Background: an optimization exercise with open tools, aiming at small area. Do not read the settings as production practice. Where RTL was checked, it was by simulation tests only, not by an equivalence proof against the original. For run 1, only the layout was checked, not whether the RTL still works. Power and IR drop assume default switching activity.

File: design.v
module lint_decode (
  input  logic [19:0] addr,
  output logic        a_cfg, a_math, a_ramc, a_clken, a_gout, a_goe, a_gin,
  output logic        a_tdata, a_mres, a_id,
  output logic        is_ram
);
  logic page0, base, lowgrp;
  assign page0  = (addr[19:12] == 8'h00);
  assign is_ram = (addr[19:12] == 8'h01);
  assign base   = page0 && (addr[10:9] == 2'b00) && (addr[3:0] == 4'h0);
  assign lowgrp = base && !addr[11] && !addr[8] && !addr[7];
  assign a_cfg   = lowgrp && (addr[6:4] == 3'd0);
  assign a_math  = lowgrp && (addr[6:4] == 3'd1);
  assign a_ramc  = lowgrp && (addr[6:4] == 3'd2);
  assign a_clken = lowgrp && (addr[6:4] == 3'd3);
  assign a_gout  = lowgrp && (addr[6:4] == 3'd4);
  assign a_goe   = lowgrp && (addr[6:4] == 3'd5);
  assign a_gin   = lowgrp && (addr[6:4] == 3'd6);
  assign a_tdata = base && (addr[6:4] == 3'd0) && ({addr[11], addr[8], addr[7]} == 3'b001);
  assign a_mres  = base && (addr[6:4] == 3'd0) && ({addr[11], addr[8], addr[7]} == 3'b010);
  assign a_id    = base && (addr[6:4] == 3'd0) && ({addr[11], addr[8], addr[7]} == 3'b100);
endmodule
module ctrl_word #(
  parameter int W = 32
) (
  input  logic         CLK,
  input  logic [W-1:0] d,
  input  logic         e,
  input  logic         h,
  output logic [W-1:0] q
);
  always_ff @(posedge CLK) begin
    q <= (d & {W{e}}) | (q & {W{h}});
  end
endmodule
module aoi222 (input logic a1, a2, b1, b2, c1, c2, output logic y);
  assign y = ~((a1 & a2) | (b1 & b2) | (c1 & c2));
endmodule
module aoi221 (input logic a1, a2, b1, b2, c1, output logic y);
  assign y = ~((a1 & a2) | (b1 & b2) | c1);
endmodule
module aoi22 (input logic a1, a2, b1, b2, output logic y);
  assign y = ~((a1 & a2) | (b1 & b2));
endmodule
module aoi21 (input logic a1, a2, b1, output logic y);
  assign y = ~((a1 & a2) | b1);
endmodule
module nand2g (input logic a, b, output logic y);
  assign y = ~(a & b);
endmodule
module invg (input logic a, output logic y);
  assign y = ~a;
endmodule
module ao21 (input logic a1, a2, b1, output logic y);
  assign y = (a1 & a2) | b1;
endmodule
module ao211 (input logic a1, a2, b1, c1, output logic y);
  assign y = (a1 & a2) | b1 | c1;
endmodule
module ao221 (input logic a1, a2, b1, b2, c1, output logic y);
  assign y = (a1 & a2) | (b1 & b2) | c1;
endmodule
module nandn #(parameter int N = 4) (input logic [N-1:0] a, output logic y);
  assign y = ~(&a);
endmodule
module read_mux (
  input  logic        CLK,
  input  logic [31:0] wd,       
  input  logic [31:0] rd,       
  input  logic [31:0] v_cfg, v_math, v_ramc, v_gout, v_goe, v_gin, v_tres, v_mres,
  input  logic        s_w0a,    
  input  logic        s_w0b,    
  input  logic        s_w8,     
  input  logic        s_w16a,   
  input  logic        s_w16b,   
  input  logic        s_w24,    
  input  logic        s_r0a,    
  input  logic        s_r0b,    
  input  logic        s_r8,     
  input  logic        s_r16,    
  input  logic        s_r24,    
  input  logic        s_cfg, s_math, s_ramc, s_gout, s_goe, s_gin, s_tres, s_mres, s_id,
  input  logic        s_hold,
  output logic [31:0] q
);
  logic [31:0] nx;
  logic [3:0] g0;
  aoi222 u0_0 (.a1(s_cfg), .a2(v_cfg[0]), .b1(s_math), .b2(v_math[0]), .c1(s_ramc), .c2(v_ramc[0]), .y(g0[0]));
  aoi222 u0_1 (.a1(s_gout), .a2(v_gout[0]), .b1(s_goe), .b2(v_goe[0]), .c1(s_gin), .c2(v_gin[0]), .y(g0[1]));
  aoi222 u0_2 (.a1(s_tres), .a2(v_tres[0]), .b1(s_mres), .b2(v_mres[0]), .c1(s_hold), .c2(q[0]), .y(g0[2]));
  aoi222 u0_3 (.a1(s_w0a), .a2(wd[0]), .b1(s_w8), .b2(wd[8]), .c1(s_w16a), .c2(wd[16]), .y(g0[3]));
  logic x0;
  nandn #(.N(4)) u0_o (.a(g0), .y(x0));
  ao221 u0_f (.a1(s_w24), .a2(wd[24]), .b1(s_r0a), .b2(rd[0]), .c1(x0), .y(nx[0]));
  logic [4:0] g1;
  aoi222 u1_0 (.a1(s_cfg), .a2(v_cfg[1]), .b1(s_math), .b2(v_math[1]), .c1(s_ramc), .c2(v_ramc[1]), .y(g1[0]));
  aoi222 u1_1 (.a1(s_gout), .a2(v_gout[1]), .b1(s_goe), .b2(v_goe[1]), .c1(s_gin), .c2(v_gin[1]), .y(g1[1]));
  aoi222 u1_2 (.a1(s_tres), .a2(v_tres[1]), .b1(s_mres), .b2(v_mres[1]), .c1(s_hold), .c2(q[1]), .y(g1[2]));
  aoi222 u1_3 (.a1(s_w0a), .a2(wd[1]), .b1(s_w8), .b2(wd[9]), .c1(s_w16a), .c2(wd[17]), .y(g1[3]));
  aoi221 u1_4 (.a1(s_w24), .a2(wd[25]), .b1(s_r0a), .b2(rd[1]), .c1(s_id), .y(g1[4]));
  nandn #(.N(5)) u1_o (.a(g1), .y(nx[1]));
  logic [3:0] g2;
  aoi222 u2_0 (.a1(s_cfg), .a2(v_cfg[2]), .b1(s_math), .b2(v_math[2]), .c1(s_ramc), .c2(v_ramc[2]), .y(g2[0]));
  aoi222 u2_1 (.a1(s_gout), .a2(v_gout[2]), .b1(s_goe), .b2(v_goe[2]), .c1(s_gin), .c2(v_gin[2]), .y(g2[1]));
  aoi222 u2_2 (.a1(s_tres), .a2(v_tres[2]), .b1(s_mres), .b2(v_mres[2]), .c1(s_hold), .c2(q[2]), .y(g2[2]));
  aoi222 u2_3 (.a1(s_w0a), .a2(wd[2]), .b1(s_w8), .b2(wd[10]), .c1(s_w16a), .c2(wd[18]), .y(g2[3]));
  logic x2;
  nandn #(.N(4)) u2_o (.a(g2), .y(x2));
  ao221 u2_f (.a1(s_w24), .a2(wd[26]), .b1(s_r0a), .b2(rd[2]), .c1(x2), .y(nx[2]));
  logic [4:0] g3;
  aoi222 u3_0 (.a1(s_cfg), .a2(v_cfg[3]), .b1(s_math), .b2(v_math[3]), .c1(s_ramc), .c2(v_ramc[3]), .y(g3[0]));
  aoi222 u3_1 (.a1(s_gout), .a2(v_gout[3]), .b1(s_goe), .b2(v_goe[3]), .c1(s_gin), .c2(v_gin[3]), .y(g3[1]));
  aoi222 u3_2 (.a1(s_tres), .a2(v_tres[3]), .b1(s_mres), .b2(v_mres[3]), .c1(s_hold), .c2(q[3]), .y(g3[2]));
  aoi222 u3_3 (.a1(s_w0a), .a2(wd[3]), .b1(s_w8), .b2(wd[11]), .c1(s_w16a), .c2(wd[19]), .y(g3[3]));
  aoi221 u3_4 (.a1(s_w24), .a2(wd[27]), .b1(s_r0a), .b2(rd[3]), .c1(s_id), .y(g3[4]));
  nandn #(.N(5)) u3_o (.a(g3), .y(nx[3]));
  logic [4:0] g4;
  aoi222 u4_0 (.a1(s_cfg), .a2(v_cfg[4]), .b1(s_math), .b2(v_math[4]), .c1(s_ramc), .c2(v_ramc[4]), .y(g4[0]));
  aoi222 u4_1 (.a1(s_gout), .a2(v_gout[4]), .b1(s_goe), .b2(v_goe[4]), .c1(s_gin), .c2(v_gin[4]), .y(g4[1]));
  aoi222 u4_2 (.a1(s_tres), .a2(v_tres[4]), .b1(s_mres), .b2(v_mres[4]), .c1(s_hold), .c2(q[4]), .y(g4[2]));
  aoi222 u4_3 (.a1(s_w0a), .a2(wd[4]), .b1(s_w8), .b2(wd[12]), .c1(s_w16a), .c2(wd[20]), .y(g4[3]));
  aoi221 u4_4 (.a1(s_w24), .a2(wd[28]), .b1(s_r0a), .b2(rd[4]), .c1(s_id), .y(g4[4]));
  nandn #(.N(5)) u4_o (.a(g4), .y(nx[4]));
  logic [4:0] g5;
  aoi222 u5_0 (.a1(s_cfg), .a2(v_cfg[5]), .b1(s_math), .b2(v_math[5]), .c1(s_ramc), .c2(v_ramc[5]), .y(g5[0]));
  aoi222 u5_1 (.a1(s_gout), .a2(v_gout[5]), .b1(s_goe), .b2(v_goe[5]), .c1(s_gin), .c2(v_gin[5]), .y(g5[1]));
  aoi222 u5_2 (.a1(s_tres), .a2(v_tres[5]), .b1(s_mres), .b2(v_mres[5]), .c1(s_hold), .c2(q[5]), .y(g5[2]));
  aoi222 u5_3 (.a1(s_w0a), .a2(wd[5]), .b1(s_w8), .b2(wd[13]), .c1(s_w16a), .c2(wd[21]), .y(g5[3]));
  aoi221 u5_4 (.a1(s_w24), .a2(wd[29]), .b1(s_r0a), .b2(rd[5]), .c1(s_id), .y(g5[4]));
  nandn #(.N(5)) u5_o (.a(g5), .y(nx[5]));
  logic [3:0] g6;
  aoi222 u6_0 (.a1(s_cfg), .a2(v_cfg[6]), .b1(s_math), .b2(v_math[6]), .c1(s_ramc), .c2(v_ramc[6]), .y(g6[0]));
  aoi222 u6_1 (.a1(s_gout), .a2(v_gout[6]), .b1(s_goe), .b2(v_goe[6]), .c1(s_gin), .c2(v_gin[6]), .y(g6[1]));
  aoi222 u6_2 (.a1(s_tres), .a2(v_tres[6]), .b1(s_mres), .b2(v_mres[6]), .c1(s_hold), .c2(q[6]), .y(g6[2]));
  aoi222 u6_3 (.a1(s_w0a), .a2(wd[6]), .b1(s_w8), .b2(wd[14]), .c1(s_w16a), .c2(wd[22]), .y(g6[3]));
  logic x6;
  nandn #(.N(4)) u6_o (.a(g6), .y(x6));
  ao221 u6_f (.a1(s_w24), .a2(wd[30]), .b1(s_r0a), .b2(rd[6]), .c1(x6), .y(nx[6]));
  logic [3:0] g7;
  aoi222 u7_0 (.a1(s_cfg), .a2(v_cfg[7]), .b1(s_math), .b2(v_math[7]), .c1(s_ramc), .c2(v_ramc[7]), .y(g7[0]));
  aoi222 u7_1 (.a1(s_gout), .a2(v_gout[7]), .b1(s_goe), .b2(v_goe[7]), .c1(s_gin), .c2(v_gin[7]), .y(g7[1]));
  aoi222 u7_2 (.a1(s_tres), .a2(v_tres[7]), .b1(s_mres), .b2(v_mres[7]), .c1(s_hold), .c2(q[7]), .y(g7[2]));
  aoi222 u7_3 (.a1(s_w0a), .a2(wd[7]), .b1(s_w8), .b2(wd[15]), .c1(s_w16a), .c2(wd[23]), .y(g7[3]));
  logic x7;
  nandn #(.N(4)) u7_o (.a(g7), .y(x7));
  ao221 u7_f (.a1(s_w24), .a2(wd[31]), .b1(s_r0a), .b2(rd[7]), .c1(x7), .y(nx[7]));
  logic [3:0] g8;
  aoi222 u8_0 (.a1(s_cfg), .a2(v_cfg[8]), .b1(s_math), .b2(v_math[8]), .c1(s_ramc), .c2(v_ramc[8]), .y(g8[0]));
  aoi222 u8_1 (.a1(s_gout), .a2(v_gout[8]), .b1(s_goe), .b2(v_goe[8]), .c1(s_gin), .c2(v_gin[8]), .y(g8[1]));
  aoi222 u8_2 (.a1(s_tres), .a2(v_tres[8]), .b1(s_mres), .b2(v_mres[8]), .c1(s_hold), .c2(q[8]), .y(g8[2]));
  aoi222 u8_3 (.a1(s_w0b), .a2(wd[8]), .b1(s_r0b), .b2(rd[8]), .c1(s_r8), .c2(rd[0]), .y(g8[3]));
  logic x8;
  nandn #(.N(4)) u8_o (.a(g8), .y(x8));
  ao211 u8_f (.a1(s_w16b), .a2(wd[24]), .b1(x8), .c1(s_id), .y(nx[8]));
  logic [3:0] g9;
  aoi222 u9_0 (.a1(s_cfg), .a2(v_cfg[9]), .b1(s_math), .b2(v_math[9]), .c1(s_ramc), .c2(v_ramc[9]), .y(g9[0]));
  aoi222 u9_1 (.a1(s_gout), .a2(v_gout[9]), .b1(s_goe), .b2(v_goe[9]), .c1(s_gin), .c2(v_gin[9]), .y(g9[1]));
  aoi222 u9_2 (.a1(s_tres), .a2(v_tres[9]), .b1(s_mres), .b2(v_mres[9]), .c1(s_hold), .c2(q[9]), .y(g9[2]));
  aoi222 u9_3 (.a1(s_w0b), .a2(wd[9]), .b1(s_r0b), .b2(rd[9]), .c1(s_r8), .c2(rd[1]), .y(g9[3]));
  logic x9;
  nandn #(.N(4)) u9_o (.a(g9), .y(x9));
  ao211 u9_f (.a1(s_w16b), .a2(wd[25]), .b1(x9), .c1(s_id), .y(nx[9]));
  logic [3:0] g10;
  aoi222 u10_0 (.a1(s_cfg), .a2(v_cfg[10]), .b1(s_math), .b2(v_math[10]), .c1(s_ramc), .c2(v_ramc[10]), .y(g10[0]));
  aoi222 u10_1 (.a1(s_gout), .a2(v_gout[10]), .b1(s_goe), .b2(v_goe[10]), .c1(s_gin), .c2(v_gin[10]), .y(g10[1]));
  aoi222 u10_2 (.a1(s_tres), .a2(v_tres[10]), .b1(s_mres), .b2(v_mres[10]), .c1(s_hold), .c2(q[10]), .y(g10[2]));
  aoi222 u10_3 (.a1(s_w0b), .a2(wd[10]), .b1(s_r0b), .b2(rd[10]), .c1(s_r8), .c2(rd[2]), .y(g10[3]));
  logic x10;
  nandn #(.N(4)) u10_o (.a(g10), .y(x10));
  ao211 u10_f (.a1(s_w16b), .a2(wd[26]), .b1(x10), .c1(s_id), .y(nx[10]));
  logic [3:0] g11;
  aoi222 u11_0 (.a1(s_cfg), .a2(v_cfg[11]), .b1(s_math), .b2(v_math[11]), .c1(s_ramc), .c2(v_ramc[11]), .y(g11[0]));
  aoi222 u11_1 (.a1(s_gout), .a2(v_gout[11]), .b1(s_goe), .b2(v_goe[11]), .c1(s_gin), .c2(v_gin[11]), .y(g11[1]));
  aoi222 u11_2 (.a1(s_tres), .a2(v_tres[11]), .b1(s_mres), .b2(v_mres[11]), .c1(s_hold), .c2(q[11]), .y(g11[2]));
  aoi222 u11_3 (.a1(s_w0b), .a2(wd[11]), .b1(s_r0b), .b2(rd[11]), .c1(s_r8), .c2(rd[3]), .y(g11[3]));
  logic x11;
  nandn #(.N(4)) u11_o (.a(g11), .y(x11));
  ao211 u11_f (.a1(s_w16b), .a2(wd[27]), .b1(x11), .c1(s_id), .y(nx[11]));
  logic [3:0] g12;
  aoi222 u12_0 (.a1(s_cfg), .a2(v_cfg[12]), .b1(s_math), .b2(v_math[12]), .c1(s_ramc), .c2(v_ramc[12]), .y(g12[0]));
  aoi222 u12_1 (.a1(s_gout), .a2(v_gout[12]), .b1(s_goe), .b2(v_goe[12]), .c1(s_gin), .c2(v_gin[12]), .y(g12[1]));
  aoi222 u12_2 (.a1(s_tres), .a2(v_tres[12]), .b1(s_mres), .b2(v_mres[12]), .c1(s_hold), .c2(q[12]), .y(g12[2]));
  aoi222 u12_3 (.a1(s_w0b), .a2(wd[12]), .b1(s_r0b), .b2(rd[12]), .c1(s_r8), .c2(rd[4]), .y(g12[3]));
  logic x12;
  nandn #(.N(4)) u12_o (.a(g12), .y(x12));
  ao21 u12_f (.a1(s_w16b), .a2(wd[28]), .b1(x12), .y(nx[12]));
  logic [3:0] g13;
  aoi222 u13_0 (.a1(s_cfg), .a2(v_cfg[13]), .b1(s_math), .b2(v_math[13]), .c1(s_ramc), .c2(v_ramc[13]), .y(g13[0]));
  aoi222 u13_1 (.a1(s_gout), .a2(v_gout[13]), .b1(s_goe), .b2(v_goe[13]), .c1(s_gin), .c2(v_gin[13]), .y(g13[1]));
  aoi222 u13_2 (.a1(s_tres), .a2(v_tres[13]), .b1(s_mres), .b2(v_mres[13]), .c1(s_hold), .c2(q[13]), .y(g13[2]));
  aoi222 u13_3 (.a1(s_w0b), .a2(wd[13]), .b1(s_r0b), .b2(rd[13]), .c1(s_r8), .c2(rd[5]), .y(g13[3]));
  logic x13;
  nandn #(.N(4)) u13_o (.a(g13), .y(x13));
  ao211 u13_f (.a1(s_w16b), .a2(wd[29]), .b1(x13), .c1(s_id), .y(nx[13]));
  logic [3:0] g14;
  aoi222 u14_0 (.a1(s_cfg), .a2(v_cfg[14]), .b1(s_math), .b2(v_math[14]), .c1(s_ramc), .c2(v_ramc[14]), .y(g14[0]));
  aoi222 u14_1 (.a1(s_gout), .a2(v_gout[14]), .b1(s_goe), .b2(v_goe[14]), .c1(s_gin), .c2(v_gin[14]), .y(g14[1]));
  aoi222 u14_2 (.a1(s_tres), .a2(v_tres[14]), .b1(s_mres), .b2(v_mres[14]), .c1(s_hold), .c2(q[14]), .y(g14[2]));
  aoi222 u14_3 (.a1(s_w0b), .a2(wd[14]), .b1(s_r0b), .b2(rd[14]), .c1(s_r8), .c2(rd[6]), .y(g14[3]));
  logic x14;
  nandn #(.N(4)) u14_o (.a(g14), .y(x14));
  ao211 u14_f (.a1(s_w16b), .a2(wd[30]), .b1(x14), .c1(s_id), .y(nx[14]));
  logic [3:0] g15;
  aoi222 u15_0 (.a1(s_cfg), .a2(v_cfg[15]), .b1(s_math), .b2(v_math[15]), .c1(s_ramc), .c2(v_ramc[15]), .y(g15[0]));
  aoi222 u15_1 (.a1(s_gout), .a2(v_gout[15]), .b1(s_goe), .b2(v_goe[15]), .c1(s_gin), .c2(v_gin[15]), .y(g15[1]));
  aoi222 u15_2 (.a1(s_tres), .a2(v_tres[15]), .b1(s_mres), .b2(v_mres[15]), .c1(s_hold), .c2(q[15]), .y(g15[2]));
  aoi222 u15_3 (.a1(s_w0b), .a2(wd[15]), .b1(s_r0b), .b2(rd[15]), .c1(s_r8), .c2(rd[7]), .y(g15[3]));
  logic x15;
  nandn #(.N(4)) u15_o (.a(g15), .y(x15));
  ao211 u15_f (.a1(s_w16b), .a2(wd[31]), .b1(x15), .c1(s_id), .y(nx[15]));
  logic [3:0] g16;
  aoi222 u16_0 (.a1(s_cfg), .a2(v_cfg[16]), .b1(s_math), .b2(v_math[16]), .c1(s_ramc), .c2(v_ramc[16]), .y(g16[0]));
  aoi222 u16_1 (.a1(s_gout), .a2(v_gout[16]), .b1(s_goe), .b2(v_goe[16]), .c1(s_gin), .c2(v_gin[16]), .y(g16[1]));
  aoi222 u16_2 (.a1(s_tres), .a2(v_tres[16]), .b1(s_mres), .b2(v_mres[16]), .c1(s_hold), .c2(q[16]), .y(g16[2]));
  aoi222 u16_3 (.a1(s_w0b), .a2(wd[16]), .b1(s_r0b), .b2(rd[16]), .c1(s_r8), .c2(rd[8]), .y(g16[3]));
  logic x16;
  nandn #(.N(4)) u16_o (.a(g16), .y(x16));
  ao211 u16_f (.a1(s_r16), .a2(rd[0]), .b1(x16), .c1(s_id), .y(nx[16]));
  logic [3:0] g17;
  aoi222 u17_0 (.a1(s_cfg), .a2(v_cfg[17]), .b1(s_math), .b2(v_math[17]), .c1(s_ramc), .c2(v_ramc[17]), .y(g17[0]));
  aoi222 u17_1 (.a1(s_gout), .a2(v_gout[17]), .b1(s_goe), .b2(v_goe[17]), .c1(s_gin), .c2(v_gin[17]), .y(g17[1]));
  aoi222 u17_2 (.a1(s_tres), .a2(v_tres[17]), .b1(s_mres), .b2(v_mres[17]), .c1(s_hold), .c2(q[17]), .y(g17[2]));
  aoi222 u17_3 (.a1(s_w0b), .a2(wd[17]), .b1(s_r0b), .b2(rd[17]), .c1(s_r8), .c2(rd[9]), .y(g17[3]));
  logic x17;
  nandn #(.N(4)) u17_o (.a(g17), .y(x17));
  ao21 u17_f (.a1(s_r16), .a2(rd[1]), .b1(x17), .y(nx[17]));
  logic [3:0] g18;
  aoi222 u18_0 (.a1(s_cfg), .a2(v_cfg[18]), .b1(s_math), .b2(v_math[18]), .c1(s_ramc), .c2(v_ramc[18]), .y(g18[0]));
  aoi222 u18_1 (.a1(s_gout), .a2(v_gout[18]), .b1(s_goe), .b2(v_goe[18]), .c1(s_gin), .c2(v_gin[18]), .y(g18[1]));
  aoi222 u18_2 (.a1(s_tres), .a2(v_tres[18]), .b1(s_mres), .b2(v_mres[18]), .c1(s_hold), .c2(q[18]), .y(g18[2]));
  aoi222 u18_3 (.a1(s_w0b), .a2(wd[18]), .b1(s_r0b), .b2(rd[18]), .c1(s_r8), .c2(rd[10]), .y(g18[3]));
  logic x18;
  nandn #(.N(4)) u18_o (.a(g18), .y(x18));
  ao21 u18_f (.a1(s_r16), .a2(rd[2]), .b1(x18), .y(nx[18]));
  logic [3:0] g19;
  aoi222 u19_0 (.a1(s_cfg), .a2(v_cfg[19]), .b1(s_math), .b2(v_math[19]), .c1(s_ramc), .c2(v_ramc[19]), .y(g19[0]));
  aoi222 u19_1 (.a1(s_gout), .a2(v_gout[19]), .b1(s_goe), .b2(v_goe[19]), .c1(s_gin), .c2(v_gin[19]), .y(g19[1]));
  aoi222 u19_2 (.a1(s_tres), .a2(v_tres[19]), .b1(s_mres), .b2(v_mres[19]), .c1(s_hold), .c2(q[19]), .y(g19[2]));
  aoi222 u19_3 (.a1(s_w0b), .a2(wd[19]), .b1(s_r0b), .b2(rd[19]), .c1(s_r8), .c2(rd[11]), .y(g19[3]));
  logic x19;
  nandn #(.N(4)) u19_o (.a(g19), .y(x19));
  ao21 u19_f (.a1(s_r16), .a2(rd[3]), .b1(x19), .y(nx[19]));
  logic [3:0] g20;
  aoi222 u20_0 (.a1(s_cfg), .a2(v_cfg[20]), .b1(s_math), .b2(v_math[20]), .c1(s_ramc), .c2(v_ramc[20]), .y(g20[0]));
  aoi222 u20_1 (.a1(s_gout), .a2(v_gout[20]), .b1(s_goe), .b2(v_goe[20]), .c1(s_gin), .c2(v_gin[20]), .y(g20[1]));
  aoi222 u20_2 (.a1(s_tres), .a2(v_tres[20]), .b1(s_mres), .b2(v_mres[20]), .c1(s_hold), .c2(q[20]), .y(g20[2]));
  aoi222 u20_3 (.a1(s_w0b), .a2(wd[20]), .b1(s_r0b), .b2(rd[20]), .c1(s_r8), .c2(rd[12]), .y(g20[3]));
  logic x20;
  nandn #(.N(4)) u20_o (.a(g20), .y(x20));
  ao211 u20_f (.a1(s_r16), .a2(rd[4]), .b1(x20), .c1(s_id), .y(nx[20]));
  logic [3:0] g21;
  aoi222 u21_0 (.a1(s_cfg), .a2(v_cfg[21]), .b1(s_math), .b2(v_math[21]), .c1(s_ramc), .c2(v_ramc[21]), .y(g21[0]));
  aoi222 u21_1 (.a1(s_gout), .a2(v_gout[21]), .b1(s_goe), .b2(v_goe[21]), .c1(s_gin), .c2(v_gin[21]), .y(g21[1]));
  aoi222 u21_2 (.a1(s_tres), .a2(v_tres[21]), .b1(s_mres), .b2(v_mres[21]), .c1(s_hold), .c2(q[21]), .y(g21[2]));
  aoi222 u21_3 (.a1(s_w0b), .a2(wd[21]), .b1(s_r0b), .b2(rd[21]), .c1(s_r8), .c2(rd[13]), .y(g21[3]));
  logic x21;
  nandn #(.N(4)) u21_o (.a(g21), .y(x21));
  ao21 u21_f (.a1(s_r16), .a2(rd[5]), .b1(x21), .y(nx[21]));
  logic [3:0] g22;
  aoi222 u22_0 (.a1(s_cfg), .a2(v_cfg[22]), .b1(s_math), .b2(v_math[22]), .c1(s_ramc), .c2(v_ramc[22]), .y(g22[0]));
  aoi222 u22_1 (.a1(s_gout), .a2(v_gout[22]), .b1(s_goe), .b2(v_goe[22]), .c1(s_gin), .c2(v_gin[22]), .y(g22[1]));
  aoi222 u22_2 (.a1(s_tres), .a2(v_tres[22]), .b1(s_mres), .b2(v_mres[22]), .c1(s_hold), .c2(q[22]), .y(g22[2]));
  aoi222 u22_3 (.a1(s_w0b), .a2(wd[22]), .b1(s_r0b), .b2(rd[22]), .c1(s_r8), .c2(rd[14]), .y(g22[3]));
  logic x22;
  nandn #(.N(4)) u22_o (.a(g22), .y(x22));
  ao21 u22_f (.a1(s_r16), .a2(rd[6]), .b1(x22), .y(nx[22]));
  logic [3:0] g23;
  aoi222 u23_0 (.a1(s_cfg), .a2(v_cfg[23]), .b1(s_math), .b2(v_math[23]), .c1(s_ramc), .c2(v_ramc[23]), .y(g23[0]));
  aoi222 u23_1 (.a1(s_gout), .a2(v_gout[23]), .b1(s_goe), .b2(v_goe[23]), .c1(s_gin), .c2(v_gin[23]), .y(g23[1]));
  aoi222 u23_2 (.a1(s_tres), .a2(v_tres[23]), .b1(s_mres), .b2(v_mres[23]), .c1(s_hold), .c2(q[23]), .y(g23[2]));
  aoi222 u23_3 (.a1(s_w0b), .a2(wd[23]), .b1(s_r0b), .b2(rd[23]), .c1(s_r8), .c2(rd[15]), .y(g23[3]));
  logic x23;
  nandn #(.N(4)) u23_o (.a(g23), .y(x23));
  ao21 u23_f (.a1(s_r16), .a2(rd[7]), .b1(x23), .y(nx[23]));
  logic [3:0] g24;
  aoi222 u24_0 (.a1(s_math), .a2(v_math[24]), .b1(s_ramc), .b2(v_ramc[24]), .c1(s_gout), .c2(v_gout[24]), .y(g24[0]));
  aoi222 u24_1 (.a1(s_goe), .a2(v_goe[24]), .b1(s_gin), .b2(v_gin[24]), .c1(s_tres), .c2(v_tres[24]), .y(g24[1]));
  aoi222 u24_2 (.a1(s_mres), .a2(v_mres[24]), .b1(s_hold), .b2(q[24]), .c1(s_w0b), .c2(wd[24]), .y(g24[2]));
  aoi222 u24_3 (.a1(s_r0b), .a2(rd[24]), .b1(s_r8), .b2(rd[16]), .c1(s_r16), .c2(rd[8]), .y(g24[3]));
  logic x24;
  nandn #(.N(4)) u24_o (.a(g24), .y(x24));
  ao21 u24_f (.a1(s_r24), .a2(rd[0]), .b1(x24), .y(nx[24]));
  logic [3:0] g25;
  aoi222 u25_0 (.a1(s_math), .a2(v_math[25]), .b1(s_ramc), .b2(v_ramc[25]), .c1(s_gout), .c2(v_gout[25]), .y(g25[0]));
  aoi222 u25_1 (.a1(s_goe), .a2(v_goe[25]), .b1(s_gin), .b2(v_gin[25]), .c1(s_tres), .c2(v_tres[25]), .y(g25[1]));
  aoi222 u25_2 (.a1(s_mres), .a2(v_mres[25]), .b1(s_hold), .b2(q[25]), .c1(s_w0b), .c2(wd[25]), .y(g25[2]));
  aoi222 u25_3 (.a1(s_r0b), .a2(rd[25]), .b1(s_r8), .b2(rd[17]), .c1(s_r16), .c2(rd[9]), .y(g25[3]));
  logic x25;
  nandn #(.N(4)) u25_o (.a(g25), .y(x25));
  ao211 u25_f (.a1(s_r24), .a2(rd[1]), .b1(x25), .c1(s_id), .y(nx[25]));
  logic [3:0] g26;
  aoi222 u26_0 (.a1(s_math), .a2(v_math[26]), .b1(s_ramc), .b2(v_ramc[26]), .c1(s_gout), .c2(v_gout[26]), .y(g26[0]));
  aoi222 u26_1 (.a1(s_goe), .a2(v_goe[26]), .b1(s_gin), .b2(v_gin[26]), .c1(s_tres), .c2(v_tres[26]), .y(g26[1]));
  aoi222 u26_2 (.a1(s_mres), .a2(v_mres[26]), .b1(s_hold), .b2(q[26]), .c1(s_w0b), .c2(wd[26]), .y(g26[2]));
  aoi222 u26_3 (.a1(s_r0b), .a2(rd[26]), .b1(s_r8), .b2(rd[18]), .c1(s_r16), .c2(rd[10]), .y(g26[3]));
  logic x26;
  nandn #(.N(4)) u26_o (.a(g26), .y(x26));
  ao21 u26_f (.a1(s_r24), .a2(rd[2]), .b1(x26), .y(nx[26]));
  logic [3:0] g27;
  aoi222 u27_0 (.a1(s_math), .a2(v_math[27]), .b1(s_ramc), .b2(v_ramc[27]), .c1(s_gout), .c2(v_gout[27]), .y(g27[0]));
  aoi222 u27_1 (.a1(s_goe), .a2(v_goe[27]), .b1(s_gin), .b2(v_gin[27]), .c1(s_tres), .c2(v_tres[27]), .y(g27[1]));
  aoi222 u27_2 (.a1(s_mres), .a2(v_mres[27]), .b1(s_hold), .b2(q[27]), .c1(s_w0b), .c2(wd[27]), .y(g27[2]));
  aoi222 u27_3 (.a1(s_r0b), .a2(rd[27]), .b1(s_r8), .b2(rd[19]), .c1(s_r16), .c2(rd[11]), .y(g27[3]));
  logic x27;
  nandn #(.N(4)) u27_o (.a(g27), .y(x27));
  ao211 u27_f (.a1(s_r24), .a2(rd[3]), .b1(x27), .c1(s_id), .y(nx[27]));
  logic [3:0] g28;
  aoi222 u28_0 (.a1(s_math), .a2(v_math[28]), .b1(s_ramc), .b2(v_ramc[28]), .c1(s_gout), .c2(v_gout[28]), .y(g28[0]));
  aoi222 u28_1 (.a1(s_goe), .a2(v_goe[28]), .b1(s_gin), .b2(v_gin[28]), .c1(s_tres), .c2(v_tres[28]), .y(g28[1]));
  aoi222 u28_2 (.a1(s_mres), .a2(v_mres[28]), .b1(s_hold), .b2(q[28]), .c1(s_w0b), .c2(wd[28]), .y(g28[2]));
  aoi222 u28_3 (.a1(s_r0b), .a2(rd[28]), .b1(s_r8), .b2(rd[20]), .c1(s_r16), .c2(rd[12]), .y(g28[3]));
  logic x28;
  nandn #(.N(4)) u28_o (.a(g28), .y(x28));
  ao21 u28_f (.a1(s_r24), .a2(rd[4]), .b1(x28), .y(nx[28]));
  logic [3:0] g29;
  aoi222 u29_0 (.a1(s_math), .a2(v_math[29]), .b1(s_ramc), .b2(v_ramc[29]), .c1(s_gout), .c2(v_gout[29]), .y(g29[0]));
  aoi222 u29_1 (.a1(s_goe), .a2(v_goe[29]), .b1(s_gin), .b2(v_gin[29]), .c1(s_tres), .c2(v_tres[29]), .y(g29[1]));
  aoi222 u29_2 (.a1(s_mres), .a2(v_mres[29]), .b1(s_hold), .b2(q[29]), .c1(s_w0b), .c2(wd[29]), .y(g29[2]));
  aoi222 u29_3 (.a1(s_r0b), .a2(rd[29]), .b1(s_r8), .b2(rd[21]), .c1(s_r16), .c2(rd[13]), .y(g29[3]));
  logic x29;
  nandn #(.N(4)) u29_o (.a(g29), .y(x29));
  ao21 u29_f (.a1(s_r24), .a2(rd[5]), .b1(x29), .y(nx[29]));
  logic [3:0] g30;
  aoi222 u30_0 (.a1(s_math), .a2(v_math[30]), .b1(s_ramc), .b2(v_ramc[30]), .c1(s_gout), .c2(v_gout[30]), .y(g30[0]));
  aoi222 u30_1 (.a1(s_goe), .a2(v_goe[30]), .b1(s_gin), .b2(v_gin[30]), .c1(s_tres), .c2(v_tres[30]), .y(g30[1]));
  aoi222 u30_2 (.a1(s_mres), .a2(v_mres[30]), .b1(s_hold), .b2(q[30]), .c1(s_w0b), .c2(wd[30]), .y(g30[2]));
  aoi222 u30_3 (.a1(s_r0b), .a2(rd[30]), .b1(s_r8), .b2(rd[22]), .c1(s_r16), .c2(rd[14]), .y(g30[3]));
  logic x30;
  nandn #(.N(4)) u30_o (.a(g30), .y(x30));
  ao211 u30_f (.a1(s_r24), .a2(rd[6]), .b1(x30), .c1(s_id), .y(nx[30]));
  logic [4:0] g31;
  aoi222 u31_0 (.a1(s_cfg), .a2(v_cfg[31]), .b1(s_math), .b2(v_math[31]), .c1(s_ramc), .c2(v_ramc[31]), .y(g31[0]));
  aoi222 u31_1 (.a1(s_gout), .a2(v_gout[31]), .b1(s_goe), .b2(v_goe[31]), .c1(s_gin), .c2(v_gin[31]), .y(g31[1]));
  aoi222 u31_2 (.a1(s_tres), .a2(v_tres[31]), .b1(s_mres), .b2(v_mres[31]), .c1(s_hold), .c2(q[31]), .y(g31[2]));
  aoi222 u31_3 (.a1(s_w0b), .a2(wd[31]), .b1(s_r0b), .b2(rd[31]), .c1(s_r8), .c2(rd[23]), .y(g31[3]));
  aoi221 u31_4 (.a1(s_r16), .a2(rd[15]), .b1(s_r24), .b2(rd[7]), .c1(s_id), .y(g31[4]));
  nandn #(.N(5)) u31_o (.a(g31), .y(nx[31]));
  always_ff @(posedge CLK) begin
    q <= nx;
  end
endmodule
module efpga_test_top (
  input  logic       CLK,
  input  logic       rst,
  input  logic       lint_req,
  input  logic       lint_wen,
  input  logic [19:0] lint_addr,
  input  logic [31:0] lint_wdata,
  input  logic [3:0]  lint_be,
  output logic       lint_gnt,
  output logic       lint_valid,
  output logic [31:0] lint_rdata,
  output logic [31:0] math_ctrl,
  output logic       math_clken,
  input  logic [31:0] math_result,
  output logic [31:0] gpio_out,
  output logic [31:0] gpio_oe,
  input  logic [31:0] gpio_in,
  output logic [11:0] ram_raddr,
  output logic [11:0] ram_waddr,
  output logic [31:0] ram_wdata,
  output logic       ram_we,
  output logic [31:0] ram_ctrl,
  input  logic [31:0] ram_rdata,
  output logic [56:0] tcdm,      
  output logic       tcdm_req,
  input  logic       tcdm_gnt,
  input  logic       tcdm_fmo,
  input  logic       tcdm_valid,
  input  logic [31:0] tcdm_rdata
);
  logic gnt_q, valid_q, rd1_q, rd2_q;
  logic accept, exec_wr;
  assign lint_gnt   = gnt_q;
  assign lint_valid = valid_q;
  assign accept  = lint_req && !gnt_q && !rd1_q && !rd2_q;
  assign exec_wr = gnt_q && !lint_wen;  
  always_ff @(posedge CLK) begin
    if (rst) begin
      gnt_q   <= 1'b0;
      valid_q <= 1'b0;
      rd1_q   <= 1'b0;
      rd2_q   <= 1'b0;
    end else begin
      gnt_q   <= (accept && !lint_wen) || rd2_q;
      rd1_q   <= accept && lint_wen;
      rd2_q   <= rd1_q;
      valid_q <= gnt_q;
    end
  end
  logic is_ram;
  logic a_cfg, a_math, a_ramc, a_clken, a_gout, a_goe, a_gin, a_tdata, a_mres, a_id;
  lint_decode i_lint_decode (
    .addr(lint_addr),
    .a_cfg(a_cfg), .a_math(a_math), .a_ramc(a_ramc), .a_clken(a_clken), .a_gout(a_gout),
    .a_goe(a_goe), .a_gin(a_gin), .a_tdata(a_tdata), .a_mres(a_mres), .a_id(a_id),
    .is_ram(is_ram)
  );
  logic        w_cfg, w_ramc, w_gout, w_goe, w_tdata;
  logic [3:0]  w_math;
  logic [24:0] cfg_q;        
  logic [31:0] tcdm_wdata_q;
  logic [31:0] tcdm_result;
  assign w_cfg   = exec_wr && a_cfg;
  assign w_ramc  = exec_wr && a_ramc;
  assign w_gout  = exec_wr && a_gout;
  assign w_goe   = exec_wr && a_goe;
  assign w_tdata = exec_wr && a_tdata;
  assign w_math  = {4{exec_wr && a_math}} & lint_be;
  assign tcdm = {cfg_q, tcdm_wdata_q};
  ctrl_word #(.W(25)) i_cfg (
    .CLK(CLK), .d({lint_wdata[19:0], ~lint_wdata[23:20], lint_wdata[31]}),
    .e(w_cfg && !rst), .h(!w_cfg && !rst), .q(cfg_q)
  );
  for (genvar i = 0; i < 4; i++) begin : g_math
    ctrl_word #(.W(8)) i_math (
      .CLK(CLK), .d(lint_wdata[8*i +: 8]),
      .e(w_math[i] && !rst), .h(!w_math[i] && !rst), .q(math_ctrl[8*i +: 8])
    );
  end
  ctrl_word #(.W(32)) i_ramc (
    .CLK(CLK), .d(lint_wdata), .e(w_ramc && !rst), .h(!w_ramc && !rst), .q(ram_ctrl)
  );
  ctrl_word #(.W(32)) i_gout (
    .CLK(CLK), .d(lint_wdata), .e(w_gout && !rst), .h(!w_gout && !rst), .q(gpio_out)
  );
  ctrl_word #(.W(32)) i_goe (
    .CLK(CLK), .d(lint_wdata), .e(w_goe && !rst), .h(!w_goe && !rst), .q(gpio_oe)
  );
  ctrl_word #(.W(32)) i_tdata (
    .CLK(CLK), .d(lint_wdata), .e(w_tdata && !rst), .h(!w_tdata && !rst), .q(tcdm_wdata_q)
  );
  ctrl_word #(.W(32)) i_tres (
    .CLK(CLK), .d(tcdm_rdata), .e(tcdm_valid && !rst), .h(!tcdm_valid && !rst), .q(tcdm_result)
  );
  always_ff @(posedge CLK) begin
    if (rst) begin
      math_clken <= 1'b0;
      tcdm_req   <= 1'b0;
    end else begin
      math_clken <= exec_wr && a_clken;
      if (w_tdata) tcdm_req <= 1'b1;
      else if (tcdm_gnt && !tcdm_fmo) tcdm_req <= 1'b0;
    end
  end
  logic [11:0] ram_addr_q;
  logic        ram_we_q;
  assign ram_raddr = ram_addr_q;  
  assign ram_waddr = ram_addr_q;  
  assign ram_we    = ram_we_q;
  always_ff @(posedge CLK) begin
    ram_addr_q <= lint_addr[11:0];
    if (rst) ram_we_q <= 1'b0;
    else     ram_we_q <= exec_wr && is_ram;
  end
  logic [1:0] ofs, wm, rm;
  logic       w_word, w_half, w_byte, r_word, r_half, r_byte, ram_ld, hold;
  assign ofs = lint_addr[1:0];
  assign wm  = ram_ctrl[3:2];
  assign rm  = ram_ctrl[1:0];
  assign w_half = exec_wr && (wm == 2'd1);
  assign w_byte = exec_wr && (wm == 2'd2);
  assign w_word = exec_wr && (wm[1] == wm[0]);
  assign ram_ld = rd2_q && is_ram;
  assign r_half = ram_ld && (rm == 2'd1);
  assign r_byte = ram_ld && (rm == 2'd2);
  assign r_word = ram_ld && (rm[1] == rm[0]);
  assign hold   = !exec_wr && !rd1_q && !ram_ld;
  read_mux i_read_mux (
    .CLK(CLK), .wd(lint_wdata), .rd(ram_rdata),
    .v_cfg({cfg_q[0], 7'b0, ~cfg_q[4:1], cfg_q[24:5]}),
    .v_math(math_ctrl), .v_ramc(ram_ctrl), .v_gout(gpio_out), .v_goe(gpio_oe),
    .v_gin(gpio_in), .v_tres(tcdm_result), .v_mres(math_result),
    .s_w0a (w_word || (w_half && !ofs[1]) || (w_byte && ofs == 2'd0)),
    .s_w0b (w_word || (w_half && !ofs[1])),
    .s_w8  (w_byte && ofs == 2'd1),
    .s_w16a((w_half && ofs[1]) || (w_byte && ofs == 2'd2)),
    .s_w16b(w_half && ofs[1]),
    .s_w24 (w_byte && ofs == 2'd3),
    .s_r0a (r_word || (r_half && !ofs[1]) || (r_byte && ofs == 2'd0)),
    .s_r0b (r_word || (r_half && !ofs[1]) || (r_byte && ofs == 2'd0)),
    .s_r8  (r_byte && ofs == 2'd1),
    .s_r16 ((r_half && ofs[1]) || (r_byte && ofs == 2'd2)),
    .s_r24 (r_byte && ofs == 2'd3),
    .s_cfg (rd1_q && a_cfg),  .s_math(rd1_q && a_math), .s_ramc(rd1_q && a_ramc),
    .s_gout(rd1_q && a_gout), .s_goe (rd1_q && a_goe),  .s_gin (rd1_q && a_gin),
    .s_tres(rd1_q && a_tdata), .s_mres(rd1_q && a_mres), .s_id (rd1_q && a_id),
    .s_hold(hold),
    .q(lint_rdata)
  );
  assign ram_wdata = lint_rdata;
endmodule
File: flow/run.sh
#!/bin/bash
# The standard layout (standard.sh) with these changes:
#  - after the standard synthesis, every combinational cell is swapped for the
#    smallest-area drive strength of the same function (downsize.py); the
#    resizer later upsizes or buffers whatever timing, slew or load needs
#  - port buffers use the smallest buffer (buf_1)
#  - a clock tree of clkbuf_8 with sink clusters of up to 15, no dummy loads
# Each step's output goes to a log file of its own in this folder.
set -euo pipefail
R=orfs/results/sky130hd/efpga_test_top/base
LIB=$FLOW_HOME/platforms/sky130hd/lib/sky130_fd_sc_hd__tt_025C_1v80.lib
KNOBS=(
  "BUFFER_PORTS_ARGS=-buffer_cell sky130_fd_sc_hd__buf_1"
  "CTS_ARGS=-sink_clustering_enable -repair_clock_nets -dont_use_dummy_load -sink_clustering_size 15 -sink_clustering_max_diameter 60 -buf_list {sky130_fd_sc_hd__clkbuf_8}"
)
bash standard.sh "${KNOBS[@]}" synth > flow_synth.log 2>&1
cp $R/1_2_yosys.v yosys_standard.v
python3 flow/downsize.py "$LIB" yosys_standard.v $R/1_2_yosys.v > flow_downsize.log 2>&1
bash standard.sh "${KNOBS[@]}" finish > flow_layout.log 2>&1
File: flow/downsize.py
#!/usr/bin/env python3
"""Rewrite a mapped netlist so every combinational cell uses the smallest-area
variant of its function family (same base name, same pins) in the liberty.
Flip-flops, latches, buffers, clock cells, tie cells and don't-use cells are
left alone. usage: downsize.py LIBERTY NETLIST_IN NETLIST_OUT [dont_use...]"""
import re, sys

lib, nin, nout = sys.argv[1:4]
dont = set(sys.argv[4:])
text = open(lib).read()
cells = {}
for m in re.finditer(r'\n\s*cell\s*\(\s*"?([\w]+)"?\s*\)\s*\{', text):
    name = m.group(1)
    start = m.end()
    nxt = text.find('\n    cell (', start)
    body = text[start:nxt if nxt > 0 else len(text)]
    am = re.search(r'\barea\s*:\s*([\d.]+)', body)
    pins = tuple(sorted(re.findall(r'\bpin\s*\(\s*"?(\w+)"?\s*\)', body)))
    seq = bool(re.search(r'\b(ff|latch|statetable)\s*\(', body))
    cells[name] = (float(am.group(1)) if am else 0.0, pins, seq)

def base(n):
    m = re.match(r'(sky130_fd_sc_hd__\w+?)_(\d+)$', n)
    return (m.group(1), int(m.group(2))) if m else (None, None)

skip = re.compile(r'__(buf|clkbuf|clkinv|clkdly|dly|bufinv|conb|tap|fill|decap|diode|probe|lpflow|ebuf|einv|dl|df|sdf|edf|sedf|dfb|dfr|dfs|mux2i?_?|clkinvlp)')
best = {}
for n, (a, p, seq) in cells.items():
    b, s = base(n)
    if b is None or seq or n in dont or skip.search(n):
        continue
    key = (b, p)
    if key not in best or a < cells[best[key]][0]:
        best[key] = n

def repl(m):
    n = m.group(1)
    if n not in cells or cells[n][2] or skip.search(n):
        return m.group(0)
    b, s = base(n)
    if b is None:
        return m.group(0)
    t = best.get((b, cells[n][1]))
    if t and cells[t][0] < cells[n][0]:
        repl.count[n + '->' + t] = repl.count.get(n + '->' + t, 0) + 1
        return t + m.group(2)
    return m.group(0)
repl.count = {}

net = open(nin).read()
net = re.sub(r'\b(sky130_fd_sc_hd__\w+)(\s+\S+\s*\()', repl, net)
open(nout, 'w').write(net)
for k, v in sorted(repl.count.items()):
    print(f'{v:5d} {k}')
File: standard.sh
#!/bin/bash
# synth_recipe.tcl (not shown) runs the flow's synth.tcl, then flattens the netlist and writes it again
# the make line also repeats each setting of config.mk as NAME=value (left out here)
make -C /OpenROAD-flow-scripts/flow DESIGN_CONFIG=/design/flow/config.mk WORK_HOME=/design/flow/orfs CLKGATE_MAP_FILE= SYNTH_SCRIPT=/design/flow/synth_recipe.tcl "${@:-finish}"
File: config.mk
export PLATFORM = sky130hd
export DESIGN_NAME = efpga_test_top
export DESIGN_NICKNAME = efpga_test_top
export VERILOG_FILES = /design/flow/design.v
export SDC_FILE = /design/flow/constraint.sdc
export NUM_CORES = 4
export LEC_CHECK = 0
export CAP_MARGIN = 0
export CORE_MARGIN = 2
export CORE_UTILIZATION = 50
export SLEW_MARGIN = 0
export SYNTH_HIERARCHICAL = 1
export SYNTH_MINIMUM_KEEP_SIZE = 0
File: constraint.sdc
create_clock -name core_clock -period 5.0 [get_ports {CLK}]
set_input_delay 1.0000 -clock core_clock [delete_from_list [all_inputs] [get_ports {CLK}]]
set_output_delay 1.0000 -clock core_clock [all_outputs]
set_load 0.01 [all_outputs]
==> results.yml, run 1 <==
timing:
  max_slew_margin_pct: 20.1
  timing.final.crit_period_ns: 3.55
  max_freq_ghz: 0.282
  slew_viol_final: 0
  finClkSkew_ns: 0.0454
  hold_ws_ns: 0.478
  hold_violations: 0
  setup_viol: 0
  finalSetupTns_ns: 0
  rsz0062_at_grt: "false"
  tightestPinTransition_ns: 1.19
  fin_crit_sh_pct: 70.9
grt:
  antenna_found_initial: 1
  busiest_layer: "met2"
  met3_usage_pct: 8.90
  grt_pass1_wl_um: 67800
  grt_overflow_total: 0
  gr-usage-all-layers_pct: 40.9
  grt_pass1_vias: 10200
  met1_usage_pct: 54.4
  grt_max_degree: 33
  use_met2_pct: 65.8
pwr:
  power_density_nw_per_um2: 305
  total_power_uw: 3800
  p_leak_uw: 0.00459
  ir_worst_vdd_uv: 231
status:
  status: "complete, no violations"
floorplan:
  dieArea_um2: 22200
  die_w_um: 149
  fp.coreArea_um2: 20800
  start_util_pct: 50.5
  io_pins: 469
  die_h_um: 149
  num_rows: 53
placed_design:
  placed_area_um2: 12100
  numPortBuffers: 468
  hpwl_um: 33800
  place.gp.congestion: 0.908
final_layout:
  syn2layout_area_growth_pct: 18.5
  nNetsFinal: 1515
  final_common_cell: "buf_1"
  regArea_um2: 5370
  multi_input_area_um2: 4350
  fillCellCount: 1902
  final_cell_mix: "buf_1, dfxtp_1, a22o_1"
  postLayoutCellArea_um2: 12500
  drive_gt1_share_pct: 5.46
route:
  wl_per_cell_um: 29.8
  viasPerCell: 6.87
  firstDrtPassIters: 10
  first_iter_violations: 1958
  drc: 0
  drtAntennaViolNets: 0
  drt-total-wl_um: 47600
  vias: 11000
worst_setup_path:
  crit_required_ns: 5.48
  worstSetupEndpointType: "flip-flop"
  crit_path_start_kind: "primary input"
  crit_fanout: 20
  critical_path_class: "in -> reg"
  cp.arrival_ns: 4.02
yosys:
  synth.avg_cell_area_um2: 11.9
  syn_inst: 886
  syn-cell-area_um2: 10500
  ys.warnings.count: 11
  syn-num-nets: 1081
clock_tree:
  clk_latency_ns: 0.57
  path_clk_slew_ns: 0.09
  clock_path_buffers: 3
  post-cts-setup-buffers: 0
  cts_htree_levels: 1
  cts_root_buffer: "clkbuf_8"
  cts_hold_buf: 0
  cts_buffers: 23
  clock_sinks: 268
  ctsResizeCount: 0
  cts_tree: "done"
min_path:
  worstHoldPathType: "reg -> reg"
job:
  drv_cap: 0
state kept, by name, indices dropped and copies added, names as in the netlist:
| name | cells |
|---|---|
| gnt_q | 1 |
| tcdm_req | 1 |
| math_clken | 1 |
| valid_q | 1 |
| ram_addr_q | 12 |
| g_math.i_math.q | 32 |
| rd1_q | 1 |
| i_gout.q | 32 |
| rd2_q | 1 |
| i_tdata.q | 32 |
| i_cfg.q | 25 |
| i_ramc.q | 32 |
| i_read_mux.q | 32 |
| i_goe.q | 32 |
| ram_we_q | 1 |
| i_tres.q | 32 |
report_power, final:
group / switching [uW] / internal (uW) / total (uW)
Combinational: 276 / 149 / 425
Clock: 705 / 412 / 1120
Sequential: 57.9 / 2200 / 2250
critical path, stage by stage:
cell,delay [ns]
buf_1,0.07
nor4_1,0.44
nand4_1,0.33
nor4_1,0.73
and2_1,0.64
buf_4,0.41
a222oi_1,0.13
and3_1,0.18
nand3_1,0.07
routing by layer:
layer	part of all wire, %	routed length [um]
met5	0	0
met2	46	22100
met4	3.2	1540
met1	37	17400
met3	14	6540
final cells by class:
class | count | share of cell area, %
Tap cell | 275 | 2.76
Timing Repair Buffer | 501 | 16.2
Sequential cell | 268 | 43.1
Clock buffer | 23 | 2.54
Antenna cell | 3 | 0.0603
Multi-Input combinational cell | 509 | 34.9
Inverter | 17 | 0.512
per-stage QoR:
stage / util [%] / setup slack [ns] / cells
after global routing: 59.8 / 1.30 / 1594
after CTS: 59.8 / 1.52 / 1593
after floorplan: - / 0.791 / 886
final: 59.8 / 1.45 / 1596
after detailed placement: 58.3 / 0.936 / 1570
after global placement: 58.3 / 1.03 / 1570
path summary, 6_finish.rpt:
kind | from | end | slack (ns) | depth (start not counted)
worst min-delay path | i_tdata.q[21]$_DFF_P_ | i_tdata.q[21]$_DFF_P_ | 0.48 | 1
worst min register to register | i_tdata.q[21]$_DFF_P_ | i_tdata.q[21]$_DFF_P_ | 0.48 | 1
worst max-delay path | lint_addr[19] | i_read_mux.q[1]$_DFF_P_ | 1.45 | 9
worst max register to register | i_ramc.q[3]$_DFF_P_ | i_read_mux.q[0]$_DFF_P_ | 2.49 | 6
==> run 2, diff against run 1 <==
--- a/design.v
+++ b/design.v
@@ -34,4 +34,11 @@
   end
 endmodule
+module sel_and (
+  input  logic a,
+  input  logic b,
+  output logic y
+);
+  assign y = a & b;
+endmodule
 module aoi222 (input logic a1, a2, b1, b2, c1, c2, output logic y);
   assign y = ~((a1 & a2) | (b1 & b2) | (c1 & c2));
@@ -397,9 +404,15 @@
     .is_ram(is_ram)
   );
+  logic        nrst, wr_ok;
   logic        w_cfg, w_ramc, w_gout, w_goe, w_tdata;
-  logic [3:0]  w_math;
+  logic [3:0]  am;
   logic [24:0] cfg_q;        
   logic [31:0] tcdm_wdata_q;
   logic [31:0] tcdm_result;
+  logic        e_cfg, h_cfg, e_ramc, h_ramc, e_gout, h_gout, e_goe, h_goe;
+  logic        e_tdata, h_tdata, e_tres, h_tres;
+  logic [3:0]  e_math, h_math;
+  assign nrst    = !rst;
+  assign wr_ok   = exec_wr && !rst;
   assign w_cfg   = exec_wr && a_cfg;
   assign w_ramc  = exec_wr && a_ramc;
@@ -407,30 +420,44 @@
   assign w_goe   = exec_wr && a_goe;
   assign w_tdata = exec_wr && a_tdata;
-  assign w_math  = {4{exec_wr && a_math}} & lint_be;
+  assign am      = {4{a_math}} & lint_be;
+  sel_and i_e_cfg   (.a(wr_ok), .b(a_cfg),   .y(e_cfg));
+  sel_and i_h_cfg   (.a(nrst),  .b(!w_cfg),  .y(h_cfg));
+  sel_and i_e_ramc  (.a(wr_ok), .b(a_ramc),  .y(e_ramc));
+  sel_and i_h_ramc  (.a(nrst),  .b(!w_ramc), .y(h_ramc));
+  sel_and i_e_gout  (.a(wr_ok), .b(a_gout),  .y(e_gout));
+  sel_and i_h_gout  (.a(nrst),  .b(!w_gout), .y(h_gout));
+  sel_and i_e_goe   (.a(wr_ok), .b(a_goe),   .y(e_goe));
+  sel_and i_h_goe   (.a(nrst),  .b(!w_goe),  .y(h_goe));
+  sel_and i_e_tdata (.a(wr_ok), .b(a_tdata), .y(e_tdata));
+  sel_and i_h_tdata (.a(nrst),  .b(!w_tdata), .y(h_tdata));
+  sel_and i_e_tres  (.a(nrst),  .b(tcdm_valid),  .y(e_tres));
+  sel_and i_h_tres  (.a(nrst),  .b(!tcdm_valid), .y(h_tres));
   assign tcdm = {cfg_q, tcdm_wdata_q};
   ctrl_word #(.W(25)) i_cfg (
     .CLK(CLK), .d({lint_wdata[19:0], ~lint_wdata[23:20], lint_wdata[31]}),
-    .e(w_cfg && !rst), .h(!w_cfg && !rst), .q(cfg_q)
+    .e(e_cfg), .h(h_cfg), .q(cfg_q)
   );
   for (genvar i = 0; i < 4; i++) begin : g_math
+    sel_and i_e_math (.a(wr_ok), .b(am[i]), .y(e_math[i]));
+    sel_and i_h_math (.a(nrst), .b(!(exec_wr && am[i])), .y(h_math[i]));
     ctrl_word #(.W(8)) i_math (
       .CLK(CLK), .d(lint_wdata[8*i +: 8]),
-      .e(w_math[i] && !rst), .h(!w_math[i] && !rst), .q(math_ctrl[8*i +: 8])
+      .e(e_math[i]), .h(h_math[i]), .q(math_ctrl[8*i +: 8])
     );
   end
   ctrl_word #(.W(32)) i_ramc (
-    .CLK(CLK), .d(lint_wdata), .e(w_ramc && !rst), .h(!w_ramc && !rst), .q(ram_ctrl)
+    .CLK(CLK), .d(lint_wdata), .e(e_ramc), .h(h_ramc), .q(ram_ctrl)
   );
   ctrl_word #(.W(32)) i_gout (
-    .CLK(CLK), .d(lint_wdata), .e(w_gout && !rst), .h(!w_gout && !rst), .q(gpio_out)
+    .CLK(CLK), .d(lint_wdata), .e(e_gout), .h(h_gout), .q(gpio_out)
   );
   ctrl_word #(.W(32)) i_goe (
-    .CLK(CLK), .d(lint_wdata), .e(w_goe && !rst), .h(!w_goe && !rst), .q(gpio_oe)
+    .CLK(CLK), .d(lint_wdata), .e(e_goe), .h(h_goe), .q(gpio_oe)
   );
   ctrl_word #(.W(32)) i_tdata (
-    .CLK(CLK), .d(lint_wdata), .e(w_tdata && !rst), .h(!w_tdata && !rst), .q(tcdm_wdata_q)
+    .CLK(CLK), .d(lint_wdata), .e(e_tdata), .h(h_tdata), .q(tcdm_wdata_q)
   );
   ctrl_word #(.W(32)) i_tres (
-    .CLK(CLK), .d(tcdm_rdata), .e(tcdm_valid && !rst), .h(!tcdm_valid && !rst), .q(tcdm_result)
+    .CLK(CLK), .d(tcdm_rdata), .e(e_tres), .h(h_tres), .q(tcdm_result)
   );
   always_ff @(posedge CLK) begin
@@ -455,16 +482,37 @@
   end
   logic [1:0] ofs, wm, rm;
-  logic       w_word, w_half, w_byte, r_word, r_half, r_byte, ram_ld, hold;
+  logic       w_word, w_half, w_byte, r_word, r_half, r_byte, ram_ld;
   assign ofs = lint_addr[1:0];
   assign wm  = ram_ctrl[3:2];
   assign rm  = ram_ctrl[1:0];
-  assign w_half = exec_wr && (wm == 2'd1);
-  assign w_byte = exec_wr && (wm == 2'd2);
-  assign w_word = exec_wr && (wm[1] == wm[0]);
+  assign w_half = (wm == 2'd1);
+  assign w_byte = (wm == 2'd2);
+  assign w_word = (wm[1] == wm[0]);
   assign ram_ld = rd2_q && is_ram;
-  assign r_half = ram_ld && (rm == 2'd1);
-  assign r_byte = ram_ld && (rm == 2'd2);
-  assign r_word = ram_ld && (rm[1] == rm[0]);
-  assign hold   = !exec_wr && !rd1_q && !ram_ld;
+  assign r_half = (rm == 2'd1);
+  assign r_byte = (rm == 2'd2);
+  assign r_word = (rm[1] == rm[0]);
+  logic s_w0a, s_w0b, s_w8, s_w16a, s_w16b, s_w24, s_r0, s_r8, s_r16, s_r24;
+  logic s_cfg, s_math, s_ramc, s_gout, s_goe, s_gin, s_tres, s_mres, s_id, s_hold;
+  sel_and i_s_w0a (.a(exec_wr), .b(w_word || (w_half && !ofs[1]) || (w_byte && ofs == 2'd0)), .y(s_w0a));
+  sel_and i_s_w0b (.a(exec_wr), .b(w_word || (w_half && !ofs[1])), .y(s_w0b));
+  sel_and i_s_w8  (.a(exec_wr), .b(w_byte && ofs == 2'd1), .y(s_w8));
+  sel_and i_s_w16a(.a(exec_wr), .b((w_half && ofs[1]) || (w_byte && ofs == 2'd2)), .y(s_w16a));
+  sel_and i_s_w16b(.a(exec_wr), .b(w_half && ofs[1]), .y(s_w16b));
+  sel_and i_s_w24 (.a(exec_wr), .b(w_byte && ofs == 2'd3), .y(s_w24));
+  sel_and i_s_r0  (.a(ram_ld), .b(r_word || (r_half && !ofs[1]) || (r_byte && ofs == 2'd0)), .y(s_r0));
+  sel_and i_s_r8  (.a(ram_ld), .b(r_byte && ofs == 2'd1), .y(s_r8));
+  sel_and i_s_r16 (.a(ram_ld), .b((r_half && ofs[1]) || (r_byte && ofs == 2'd2)), .y(s_r16));
+  sel_and i_s_r24 (.a(ram_ld), .b(r_byte && ofs == 2'd3), .y(s_r24));
+  sel_and i_s_cfg (.a(rd1_q), .b(a_cfg),   .y(s_cfg));
+  sel_and i_s_math(.a(rd1_q), .b(a_math),  .y(s_math));
+  sel_and i_s_ramc(.a(rd1_q), .b(a_ramc),  .y(s_ramc));
+  sel_and i_s_gout(.a(rd1_q), .b(a_gout),  .y(s_gout));
+  sel_and i_s_goe (.a(rd1_q), .b(a_goe),   .y(s_goe));
+  sel_and i_s_gin (.a(rd1_q), .b(a_gin),   .y(s_gin));
+  sel_and i_s_tres(.a(rd1_q), .b(a_tdata), .y(s_tres));
+  sel_and i_s_mres(.a(rd1_q), .b(a_mres),  .y(s_mres));
+  sel_and i_s_id  (.a(rd1_q), .b(a_id),    .y(s_id));
+  sel_and i_s_hold(.a(!exec_wr && !rd1_q), .b(!ram_ld), .y(s_hold));
   read_mux i_read_mux (
     .CLK(CLK), .wd(lint_wdata), .rd(ram_rdata),
@@ -472,19 +520,8 @@
     .v_math(math_ctrl), .v_ramc(ram_ctrl), .v_gout(gpio_out), .v_goe(gpio_oe),
     .v_gin(gpio_in), .v_tres(tcdm_result), .v_mres(math_result),
-    .s_w0a (w_word || (w_half && !ofs[1]) || (w_byte && ofs == 2'd0)),
-    .s_w0b (w_word || (w_half && !ofs[1])),
-    .s_w8  (w_byte && ofs == 2'd1),
-    .s_w16a((w_half && ofs[1]) || (w_byte && ofs == 2'd2)),
-    .s_w16b(w_half && ofs[1]),
-    .s_w24 (w_byte && ofs == 2'd3),
-    .s_r0a (r_word || (r_half && !ofs[1]) || (r_byte && ofs == 2'd0)),
-    .s_r0b (r_word || (r_half && !ofs[1]) || (r_byte && ofs == 2'd0)),
-    .s_r8  (r_byte && ofs == 2'd1),
-    .s_r16 ((r_half && ofs[1]) || (r_byte && ofs == 2'd2)),
-    .s_r24 (r_byte && ofs == 2'd3),
-    .s_cfg (rd1_q && a_cfg),  .s_math(rd1_q && a_math), .s_ramc(rd1_q && a_ramc),
-    .s_gout(rd1_q && a_gout), .s_goe (rd1_q && a_goe),  .s_gin (rd1_q && a_gin),
-    .s_tres(rd1_q && a_tdata), .s_mres(rd1_q && a_mres), .s_id (rd1_q && a_id),
-    .s_hold(hold),
+    .s_w0a(s_w0a), .s_w0b(s_w0b), .s_w8(s_w8), .s_w16a(s_w16a), .s_w16b(s_w16b), .s_w24(s_w24),
+    .s_r0a(s_r0), .s_r0b(s_r0), .s_r8(s_r8), .s_r16(s_r16), .s_r24(s_r24),
+    .s_cfg(s_cfg), .s_math(s_math), .s_ramc(s_ramc), .s_gout(s_gout), .s_goe(s_goe),
+    .s_gin(s_gin), .s_tres(s_tres), .s_mres(s_mres), .s_id(s_id), .s_hold(s_hold),
     .q(lint_rdata)
   );
==> results.yml, run 2 <==
floorplan:
  die_w_um: 149
  num_rows: 53
  io_pins: 469
  dieArea_um2: 22300
  start_util_pct: 50.6
  fp.coreArea_um2: 20900
  die_h_um: 149
route:
  drt-total-wl_um: 47600
  vias: 10800
  drc: 0
  wl_per_cell_um: 29.6
  first_iter_violations: 1587
  firstDrtPassIters: 7
  drtAntennaViolNets: 0
  viasPerCell: 6.74
clock_tree:
  cts_htree_levels: 1
  cts_hold_buf: 0
  clock_path_buffers: 3
  ctsResizeCount: 0
  clk_latency_ns: 0.55
  cts_tree: "done"
  clock_sinks: 268
  cts_buffers: 23
  path_clk_slew_ns: 0.10
  cts_root_buffer: "clkbuf_8"
  post-cts-setup-buffers: 0
placed_design:
  dp_slack_ns: 1.16
  numPortBuffers: 468
  place.gp.congestion: 0.875
  hpwl_um: 33500
worst_setup_path:
  path_cells: "buf_1 > nor4_1 > nand4_1 > nor4_1 > and2_1 > buf_4 > a222oi_1 > and3_1 > nand3_1"
  r2r_cells: 8
  reg2reg_from: "i_ramc.q[1]$_DFF_P_"
  critPathTopFamily: "simple AND/OR/NAND/NOR gates"
  worstSetupEndpointType: "flip-flop"
  critPathMostFrequentCell: "nor4_1"
  crit_required_ns: 5.49
  critPathBufInv: 2
  critical_path_class: "in -> reg"
  cp.arrival_ns: 3.86
  crit_path_start_kind: "primary input"
  slowest_stage: "and2_1"
  crit_fanout: 16
  reg2reg_slack_ns: 2.25
  r2r-end: "i_read_mux.q[26]$_DFF_P_"
  max_stage_delay_ns: 0.78
yosys:
  synth.avg_cell_area_um2: 11.7
  syn-num-nets: 1091
  syn_inst: 900
  ys.warnings.count: 11
  syn-cell-area_um2: 10600
status:
  status: "complete, no violations"
timing:
  tightestPinTransition_ns: 1.01
  fin_crit_sh_pct: 67.3
  rsz0062_at_grt: "false"
  max_freq_ghz: 0.297
  max_slew_margin_pct: 33.0
  hold_violations: 0
  timing.final.crit_period_ns: 3.36
  setup_viol: 0
  finClkSkew_ns: 0.0521
  slew_viol_final: 0
  finalSetupTns_ns: 0
  setup_ws_ns: 1.64
grt:
  grt_max_degree: 33
  antenna_found_initial: 0
  grt_pass1_vias: 10100
  grt_pass1_wl_um: 67000
  gr-usage-all-layers_pct: 40.4
  grt_overflow_total: 0
final_layout:
  final_cell_mix: "buf_1, dfxtp_1, a22o_1"
  fin_util_pct: 59.5
  nNetsFinal: 1525
  fillCellCount: 1942
  final_common_cell: "buf_1"
  drive_gt1_share_pct: 4.28
  regArea_um2: 5370
  syn2layout_area_growth_pct: 17.6
  multi_input_area_um2: 4340
  num_antenna_cells: 0
pwr:
  power.switching_uw: 1030
  power_frac_comb_pct: 11.2
  p_leak_uw: 0.00460
  ir_worst_vdd_uv: 179
  netSwitchingFraction_pct: 27.2
  intPower_uw: 2760
  power_density_nw_per_um2: 305
  p_seq_share_pct: 59.5
  clkPwrFrac_pct: 29.3
min_path:
  holdPathEnd: "rd1_q$_SDFF_PP0_"
  hp-start: "rd2_q$_SDFF_PP0_"
  worst_hold_path.num_cells: 1
  worstHoldPathType: "reg -> reg"
job:
  drv_cap: 0
==> run 2: changes by cell type in the layout (fill, tap and decap cells not counted), moves of 5 or more <==
cell | before | now
and2_1 | 13 | 43
nor2b_1 | 2 | 10
nand2_1 | 9 | 16
and3_1 | 15 | 10
==> run 2: how the worst max path moves through the flow <==
stage / from / to / slack [ns] / cells after the start
finish: lint_addr[0] / i_read_mux.q[5]$_DFF_P_ / 1.64 / 9
global route: lint_addr[0] / i_read_mux.q[1]$_DFF_P_ / 1.42 / 9
CTS: lint_addr[0] / i_read_mux.q[1]$_DFF_P_ / 1.73 / 9
detailed placement: lint_addr[0] / i_read_mux.q[1]$_DFF_P_ / 1.16 / 9
global placement: lint_addr[0] / i_read_mux.q[1]$_DFF_P_ / 1.23 / 9
floorplan: lint_addr[19] / i_read_mux.q[1]$_DFF_P_ / 1.84 / 7
==> run 2: power by group through the flow <==
stage / Clock [uW] / Sequential, uW / Combinational (uW)
finish: 1110 / 2250 / 423
detailed placement: 0 / 2300 / 413
CTS: 1110 / 2250 / 416
global route: 1200 / 2260 / 452
floorplan: 0 / 2300 / 236
global placement: 0 / 2300 / 414
==> run 2: per-layer routing <==
| layer | part of all wire (%) | up-vias | GRT usage (%) | wire (um) |
|---|---|---|---|---|
| met5 | 0 | - | 0 | 0 |
| met3 | 13 | 134 | 10.2 | 6130 |
| met2 | 47 | 927 | 65.0 | 22300 |
| li1 | - | 4615 | - | - |
| met1 | 36 | 5148 | 50.9 | 17100 |
| met4 | 4.4 | 0 | 19.0 | 2090 |
==> run 2: final cells by class <==
| class | instances | share of cell area, % |
|---|---|---|
| Sequential cell | 268 | 43.2 |
| Inverter | 14 | 0.423 |
| Tap cell | 275 | 2.77 |
| Clock buffer | 23 | 2.55 |
| Multi-Input combinational cell | 528 | 35.0 |
| Timing Repair Buffer | 499 | 16.1 |
==> run 2: through the flow <==
step	instance area (um^2)	instances	hold WS, ns	total power [uW]
after floorplan	10600	900	0.420	2540
after global placement	12100	1584	0.450	2710
after detailed placement	12100	1584	0.454	2710
after CTS	12400	1607	0.411	3780
after global routing	12400	1607	0.430	3910
final	12400	1607	0.402	3790

[static timing again, ports no longer ideal]
In the flow no input, the clock included, has a driving cell. The finished layouts below were timed again as built, in two steps.
Step 1: set_driving_cell puts a clkbuf_16 on CLK and a buf_2 on each other input, an assumption about the parent block.
Step 2 times the ports against the registers' clock, not the clock port: input delays grow and output delays shrink by t, the midpoint of the rising clock arrivals with the driver on.
Slacks: ideal / step 1 / step 2; pairs: ideal / step 1.
run | t, ns | setup slack, ns | latest minus earliest clock arrival (ns) | worst slew at a driven data input, ns | pins driven straight from the clock port
run 1 | 0.589 | 1.453 / 1.478 / 0.889 | 0.049 / 0.049 | 0.11 | 1
run 2 | 0.575 | 1.637 / 1.664 / 1.089 | 0.052 / 0.052 | 0.08 | 1
After both steps every run listed still meets setup and hold. The setup slack of run 1, which loses most, moves by +0.025 ns with the drivers and by -0.564 ns with both steps.
